Source: an optimization exercise on an open RTL-to-GDS flow (aim: small area and a short achievable clock period). Production flows keep margins and buffers that such runs may drop. The RTL was checked by simulation tests, not by an equivalence proof against the original design. The flow treats the clock pin as an ideal source, which a real chip does not have.

== job 8262 ==
==> flow/design.v (excerpt) <==
module qft3_top
(
    input  logic        clk,
    input  logic        rst_n,
    input  logic        valid_i,
    input  logic [63:0] re_i,
    input  logic [63:0] im_i,
    output logic        valid_o,
    output logic [63:0] re_o,
    output logic [63:0] im_o
);
clock: 4.0 ns
lec_check: 0
cap_margin: 20
core_margin: 2
core_utilization: 40
cts_cluster_diameter: 150
cts_cluster_size: 24
setup_slack_margin: 1.6
slew_margin: 20
standard.sh (not shown) runs the stock make flow with config.mk's settings and CLKGATE_MAP_FILE= SYNTH_SCRIPT=/design/flow/synth_recipe.tcl, a recipe that flattens the netlist after the stock synthesis.
==> flow/flow/run.sh <==
#!/bin/bash
# The standard layout with two changes:
#  - the ports get the smallest buffer (buf_1) instead of the default one;
#  - after clock tree synthesis, flops inside the pipeline whose incoming paths are
#    tighter than their outgoing ones get one clock buffer of delay (useful skew between
#    internal registers only; flops fed by the inputs and the valid chain are left alone).
# Each tool's output goes to a log of its own in this folder.
set -euo pipefail
export BUFFER_PORTS_ARGS="-buffer_cell sky130_fd_sc_hd__buf_1"
bash standard.sh synth > synth.log 2>&1
bash standard.sh cts > place_cts.log 2>&1
R=orfs/results/sky130hd/qft3_top/base
PLATFORM_DIR="$FLOW_HOME/platforms/sky130hd" IN_ODB=$R/4_cts.odb IN_SDC=$R/4_cts.sdc OUT_ODB=$R/4_cts.odb \
  SKEW_DELTA=0.08 SKEW_BUF=sky130_fd_sc_hd__clkbuf_1 SKEW_BELOW=1.8 \
  SKEW_IO_PATTERNS='*_h2_*_t_d1* v_q*' \
  openroad -no_init -exit flow/skew.tcl > skew.log 2>&1
bash standard.sh finish > route_finish.log 2>&1
==> flow/flow/skew.tcl <==
# Useful skew for the internal register-to-register paths: give a flop whose incoming
# paths are tighter than its outgoing ones a small clock delay (one buffer on its clock
# pin). Flops that capture from input ports or launch to output ports are left alone.
set plat $::env(PLATFORM_DIR)
read_lef $plat/lef/sky130_fd_sc_hd.tlef
read_lef $plat/lef/sky130_fd_sc_hd_merged.lef
read_liberty $plat/lib/sky130_fd_sc_hd__tt_025C_1v80.lib
read_db $::env(IN_ODB)
read_sdc $::env(IN_SDC)
source $plat/setRC.tcl
set_propagated_clock [all_clocks]
estimate_parasitics -placement
puts "before: worst slack [format %.3f [sta::worst_slack -max]] hold [format %.3f [sta::worst_slack -min]]"
set delta $::env(SKEW_DELTA)
set bufm $::env(SKEW_BUF)
set block [ord::get_db_block]
set master [[ord::get_db] findMaster $bufm]
# flops next to the ports
# (by name: the first stage's sums, the output stage and the valid chain)
set io_pat $::env(SKEW_IO_PATTERNS)
set chosen {}
foreach reg [all_registers -edge_triggered -cells] {
  set n [get_full_name $reg]
  set skip 0
  foreach p $io_pat { if {[string match $p $n]} { set skip 1 } }
  if {$skip} continue
  set d [get_pins -of_objects $reg -filter "name==D"]
  set q [get_pins -of_objects $reg -filter "name==Q"]
  if {$d eq "" || $q eq ""} continue
  set sin [get_property $d slack_max]
  set sout [get_property $q slack_max]
  if {$sin + $delta < $sout - $delta && $sin < $::env(SKEW_BELOW)} { lappend chosen [sta::sta_to_db_inst $reg] }
}
puts "flops to delay: [llength $chosen]"
set k 0
foreach inst $chosen {
  set ck [$inst findITerm CLK]
  set cnet [$ck getNet]
  set b [odb::dbInst_create $block $master "skewbuf_$k"]
  set net [odb::dbNet_create $block "skewclk_$k"]
  $net setSigType CLOCK
  $ck disconnect
  $ck connect $net
  [$b findITerm A] connect $cnet
  [$b findITerm X] connect $net
  set loc [$inst getLocation]
  $b setLocation [lindex $loc 0] [lindex $loc 1]
  $b setPlacementStatus PLACED
  incr k
}
global_connect
detailed_placement
check_placement
estimate_parasitics -placement
puts "after: worst slack [format %.3f [sta::worst_slack -max]] hold [format %.3f [sta::worst_slack -min]]"
if {[info exists ::env(OUT_ODB)]} { write_db $::env(OUT_ODB) }
Job 8262: done, clean on timing, DRC and antenna
For job 8255, these inputs were changed with respect to job 8262:
-- flow/flow/run.sh --
<<< job 8262, line 5
#    tighter than their outgoing ones get one clock buffer of delay (useful skew between
>>> job 8255, line 5
#    tighter than their outgoing ones get one or two clock buffers of delay (useful skew between
<<< job 8262, line 14
  SKEW_DELTA=0.08 SKEW_BUF=sky130_fd_sc_hd__clkbuf_1 SKEW_BELOW=1.8 \
>>> job 8255, line 14
  SKEW_DELTA=0.08 SKEW_BUF=sky130_fd_sc_hd__clkbuf_1 SKEW_BELOW=1.8 SKEW_PASSES=2 \
-- flow/flow/skew.tcl --
<<< job 8262, line 21
>>> job 8255, line 21
set k 0
for {set pass 0} {$pass < $::env(SKEW_PASSES)} {incr pass} {
<<< job 8262, line 35
set k 0
>>> job 8255, line 37
<<< job 8262, line 51
>>> job 8255, line 52
estimate_parasitics -placement
puts "pass $pass: worst slack [format %.3f [sta::worst_slack -max]]"
}
Findings:
Job 8262 and job 8255 ended up with roughly the same count of flip-flops with a built-in enable after synthesis. As far as global-route usage is concerned, job 8262 and job 8255 perform about the same. Delta (job 8255 minus job 8262): sequential share of layout area lower, minimum period implied by the final worst setup slack went down by 0.020 ns, worst hold slack held steady.
The following lists how job 9759 was set up differently from job 8255:
Settings: swapping 1.6 for 1.8 in SETUP_SLACK_MARGIN.
-- flow/flow/run.sh --
<<< job 8255, line 5
#    tighter than their outgoing ones get one or two clock buffers of delay (useful skew between
>>> job 9759, line 5
#    tighter than their outgoing ones get one clock buffer of delay (useful skew between
<<< job 8255, line 14
  SKEW_DELTA=0.08 SKEW_BUF=sky130_fd_sc_hd__clkbuf_1 SKEW_BELOW=1.8 SKEW_PASSES=2 \
>>> job 9759, line 14
  SKEW_DELTA=0.08 SKEW_BUF=sky130_fd_sc_hd__clkbuf_1 SKEW_BELOW=2.0 \
-- flow/flow/skew.tcl --
<<< job 8255, line 21
set k 0
for {set pass 0} {$pass < $::env(SKEW_PASSES)} {incr pass} {
>>> job 9759, line 21
<<< job 8255, line 37
>>> job 9759, line 35
set k 0
<<< job 8255, line 52
estimate_parasitics -placement
puts "pass $pass: worst slack [format %.3f [sta::worst_slack -max]]"
}
>>> job 9759, line 51
Notes after the runs:
- Reported for job 8255 and job 9759, overall die width turned out identical to the last digit.
- Looking at met2 routing resource usage after global routing, job 9759 sits above job 8255.
- Job 9759 ends up with a fraction of met3 tracks used by global routing that is 0.43 points lower than in job 8255.
- Re number of ports placed on the die boundary: no difference whatsoever between job 8255 and job 9759.
- Job 9759: clock network latency to the later pin of the worst-skew pair 0.08 ns below job 8255

[port drivers added, routing unchanged]
In the flow no input, the clock included, has a driving cell. The finished layouts below were timed again as built, in two steps.
Step 1 sets driving cells, clkbuf_16 on the clock port and buf_2 on the other inputs (assumed; they add their load-dependent delay and slew).
Step 2 moves the port delays by t, midway between the first and last clock arrival at a register: inputs arrive t later, outputs are due t later. That takes back most of the time a late clock gives input paths.
Slacks: ideal ports / drivers / drivers and shift; pairs: ideal ports / drivers.
run	shift t [ns]	setup WS [ns]	worst register clock-pin slew, ns
job 8262	0.805	1.680 / 1.680 / 1.323	0.11 / 0.11
job 8255	0.848	1.700 / 1.700 / 1.280	0.11 / 0.11
job 9759	0.804	1.704 / 1.704 / 1.335	0.12 / 0.12
After both steps setup and hold are still met in every run listed. For job 8255, which loses most, drivers alone change the setup slack by 0.000 ns; drivers and shift together by -0.420 ns.
